From an optimization exercise on the open Yosys and OpenROAD flow, aimed at small area; shortcuts taken in it are not production practice. Function was checked by simulation only, so behaviour that the tests miss may differ from the original. No activity file was given, so power comes from the tool's default toggle rates.

== job 3164 ==
==> flow/design.v (excerpt) <==
module com_fifo_top (
    input  logic               clk,
    input  logic               rst,
    input  com_pkg::cmd_word_t i_rx_data,
    input  logic               i_rx_valid,
    output logic [31:0]        o_tx_data,
    output logic [1:0]         o_tx_tag,
    output logic [1:0]         o_tx_ctx,
    output logic               o_tx_valid,
    input  logic               i_tx_ready
);
    logic        loop_wr;
    logic        cmd_wr;
    logic [15:0] loop_head;
    logic [33:0] loop_dout;
    logic        loop_valid;
    logic        loop_pop;
    logic [20:0] cmd_entry;
    logic [15:0] cmd_head;
    logic [20:0] cmd_dout;
    logic        cmd_valid;
    logic        cmd_pop;
    logic        resp_wr;
    logic [20:0] resp_din;
    logic        resp_pend;
    logic [12:0] resp_head;
    logic [20:0] resp_dout;
    logic        resp_valid;
    logic        resp_afull;
    logic        resp_pop;
    rx_router u_rx_router (
        .i_rx_data  (i_rx_data),
        .i_rx_valid (i_rx_valid),
        .o_loop_wr  (loop_wr),
        .o_cmd_wr   (cmd_wr)
    );
    sync_fifo #(
        .DEPTH (16),
        .WIDTH (34)
    ) loop_fifo (
        .clk     (clk),
        .rst     (rst),
        .i_wr_en (loop_wr & ~loop_head[16-1]),
        .i_din   ({i_rx_data[11:10], i_rx_data[63:32]}),
        .i_rd_en (loop_pop),
        .o_dout  (loop_dout),
        .o_head  (loop_head)
    );
    assign loop_valid = |loop_head;
    ctl_regfile u_ctl_regfile (
        .clk      (clk),
        .rst      (rst),
        .i_cmd_wr (cmd_wr & ~cmd_head[16-1]),
        .i_cmd    (i_rx_data),
        .o_entry  (cmd_entry)
    );
    sync_fifo #(
        .DEPTH (16),
        .WIDTH (21)
    ) cmd_rx_fifo (
        .clk     (clk),
        .rst     (rst),
        .i_wr_en (cmd_wr & ~cmd_head[16-1]),
        .i_din   (cmd_entry),
  ...
Settings: LEC_CHECK=0, CAP_MARGIN=20, CORE_MARGIN=2, CORE_UTILIZATION=60, CTS_BUF_LIST=sky130_fd_sc_hd__clkbuf_8, CTS_CLUSTER_DIAMETER=50, CTS_CLUSTER_SIZE=20, SLEW_MARGIN=20; clock period 5.5 ns.
standard.sh (not shown) runs the stock make flow with config.mk's settings and CLKGATE_MAP_FILE= SYNTH_SCRIPT=/design/flow/synth_recipe.tcl, a recipe that flattens the netlist after the stock synthesis.
==> flow/flow/run.sh <==
#!/bin/bash
# Standard synthesis, then its combinational logic re-mapped by ABC for area (registers untouched),
# then the standard layout from that netlist.
set -euo pipefail
HERE=$PWD
PLAT=$FLOW_HOME/platforms/$FLOW_PLATFORM
LIB=$PLAT/lib/sky130_fd_sc_hd__tt_025C_1v80.lib
YOSYS=$(command -v yosys || echo $FLOW_HOME/../tools/install/yosys/bin/yosys)
RES=$HERE/orfs/results/$FLOW_PLATFORM/com_fifo_top/base

bash standard.sh synth > $HERE/log_1_standard_synth.log 2>&1
cp $RES/1_2_yosys.v $HERE/synth_standard.v
mkdir -p $HERE/std_synth_logs
cp -r $HERE/orfs/logs $HERE/orfs/reports $HERE/std_synth_logs/ 2>/dev/null || true

DU=$(sed -n '/DONT_USE_CELLS/,/^$/p' $PLAT/config.mk | grep -oE "sky130_fd_sc_hd__\w+" | sed 's/^/-dont_use /' | tr '\n' ' ')
sed -e "s#{LIB}#$LIB#g" -e "s#{IN}#$HERE/synth_standard.v#" -e "s#{OUT}#$HERE/synth_remap.v#" \
    -e "s#{TOP}#$FLOW_TOP#" -e "s#{DONT_USE}#$DU#" $HERE/flow/remap.ys > $HERE/remap_run.ys
$YOSYS -q -l $HERE/log_2_remap.log $HERE/remap_run.ys > /dev/null 2>&1

rm -rf $HERE/orfs
bash standard.sh SYNTH_NETLIST_FILES=$HERE/synth_remap.v "BUFFER_PORTS_ARGS=-buffer_cell sky130_fd_sc_hd__buf_1" finish > $HERE/log_3_layout.log 2>&1
==> flow/flow/remap.ys <==
# Re-map the combinational logic of the standard synthesis netlist; registers are kept as they are
read_liberty -ignore_miss_func {LIB}
blackbox sky130_fd_sc_hd__df* sky130_fd_sc_hd__edf* sky130_fd_sc_hd__sdf* sky130_fd_sc_hd__sedf* sky130_fd_sc_hd__dl* sky130_fd_sc_hd__sdl* sky130_fd_sc_hd__conb*
read_verilog {IN}
hierarchy -top {TOP}
flatten
opt -purge
abc -liberty {LIB} {DONT_USE}
opt_clean -purge
hilomap -singleton -hicell sky130_fd_sc_hd__conb_1 HI -locell sky130_fd_sc_hd__conb_1 LO
stat -liberty {LIB}
write_verilog -noattr -nohex -nodec {OUT}
What job 657 does differently from job 3164 at the input level:
- CORE_UTILIZATION now 40, was 60
- CAP_MARGIN now 0, was 20
- SLEW_MARGIN now 0, was 20
### Flow results
Job 657 vs job 3164: design area up in job 657. Per the comparison of job 657 with job 3164, multi-input gate area in the final layout stayed essentially flat; power spent charging and discharging nets increased about 2.4%; number of flip-flops and latches about even; routed wire length rose by 2.7%. Going from job 3164 to job 657, setup slack moved down, met3 demand-to-capacity share in global routing moved down, initial antenna violation count moved up.
Setup changes, job 657 to job 9721
- CAP_MARGIN: 0 -> 20
- SLEW_MARGIN: 0 -> 20
-- flow/flow/run.sh --
<<< job 657, line 21
rm -rf $HERE/orfs
bash standard.sh SYNTH_NETLIST_FILES=$HERE/synth_remap.v "BUFFER_PORTS_ARGS=-buffer_cell sky130_fd_sc_hd__buf_1" finish > $HERE/log_3_layout.log 2>&1
>>> job 9721, line 21
rm -rf $HERE/orfs
bash standard.sh SYNTH_NETLIST_FILES=$HERE/synth_remap.v "BUFFER_PORTS_ARGS=-buffer_cell sky130_fd_sc_hd__buf_1" RECOVER_POWER=100 finish > $HERE/log_3_layout.log 2>&1
## What came out
- Job 657 completed every stage of the flow, and the final layout passed the timing, DRC and antenna checks.
- Complete run, failing final checks: job 9721, reason max-capacitance violations, max-slew violations.
- Re actual slew at the worst max-slew pin: job 9721 and job 657 aren't equal, and the higher value belongs to job 9721.
- Job 657 reports its critical path capture point as u_ctl_engine.uptime[63]$_DFF_P_ while job 9721 reports resp_fifo.mem[137]$_DFFE_PP_.
- | setup slack | job 9721 vs job 657 | 88 ps lower |
- Utilization across job 9721 and job 657: no real change.
- In the metrics for job 9721 and job 657, the one carrying the higher worst hold margin is job 657.
- Job 9721 vs job 657 on fmax: job 9721 is the lower one.
- Compared to job 657, job 9721 has met3 demand-to-capacity share in global routing 0.53 points higher.
- On overall via count from detail_route, job 9721 and job 657 are basically level.
Modified inputs, job 3393 compared to job 9721
-- flow/flow/run.sh --
<<< job 9721, line 21
rm -rf $HERE/orfs
bash standard.sh SYNTH_NETLIST_FILES=$HERE/synth_remap.v "BUFFER_PORTS_ARGS=-buffer_cell sky130_fd_sc_hd__buf_1" RECOVER_POWER=100 finish > $HERE/log_3_layout.log 2>&1
>>> job 3393, line 21
rm -rf $HERE/orfs
bash standard.sh SYNTH_NETLIST_FILES=$HERE/synth_remap.v "BUFFER_PORTS_ARGS=-buffer_cell sky130_fd_sc_hd__buf_1" finish > $HERE/log_3_layout.log 2>&1
Findings:
- Of job 3393 and job 9721, only job 9721 fails to finish with a clean layout.
- Ran to the end and failed final checks on max-capacitance violations, max-slew violations: job 9721.
- Changes observed in job 3393 relative to job 9721: data required time at the worst endpoint now sits higher, buffering overhead now sits higher, post-layout total power now sits at about the same level.
- On power attributed to the clock group, job 3393 and job 9721 are basically level.
- Sort job 3393 and job 9721 by post-layout instance area, descending, and job 3393 comes first.
- From job 9721 to job 3393 the numbers moved as follows: worst hold path depth increased 1; via density per instance held steady; routed wire length per instance neither gained nor lost much; number of ports placed on the die boundary held steady; remaining max-slew budget at the tightest pin moved up.
- Against job 9721 as the reference, job 3393 delivers a higher fraction of layout instances using a drive strength above 1.

[re-timing with driven ports]
The results above use ideal ports. As a check the final layouts listed here were re-extracted and re-timed, cells and wires unchanged. Step 1 (the two cells are an assumption about what drives the block):
set clk [get_ports {clk}]
set_driving_cell -lib_cell sky130_fd_sc_hd__clkbuf_16 $clk
set_driving_cell -lib_cell sky130_fd_sc_hd__buf_2 [delete_from_list [all_inputs] $clk]
Step 2 also shifts input and output timing later by t, the mid clock arrival at the registers, as if the neighbouring blocks saw the same clock. Slacks: no drivers / after step 1 / after step 2; pairs: no drivers / after step 1.
run	t, ns	setup slack, ns	latest minus earliest clock arrival (ns)	worst register clock-pin slew, ns
job 3164	0.863	0.359 / 0.359 / 0.359	0.050 / 0.049	0.12 / 0.12
job 657	0.869	0.296 / 0.296 / 0.296	0.079 / 0.080	0.12 / 0.12
job 9721	0.887	0.209 / 0.209 / -0.437	0.080 / 0.080	0.12 / 0.12
job 3393	0.885	0.293 / 0.293 / 0.293	0.079 / 0.079	0.12 / 0.12
The setup slack of job 9721, which loses most, moves by 0.000 ns with the drivers and by -0.646 ns with both steps.
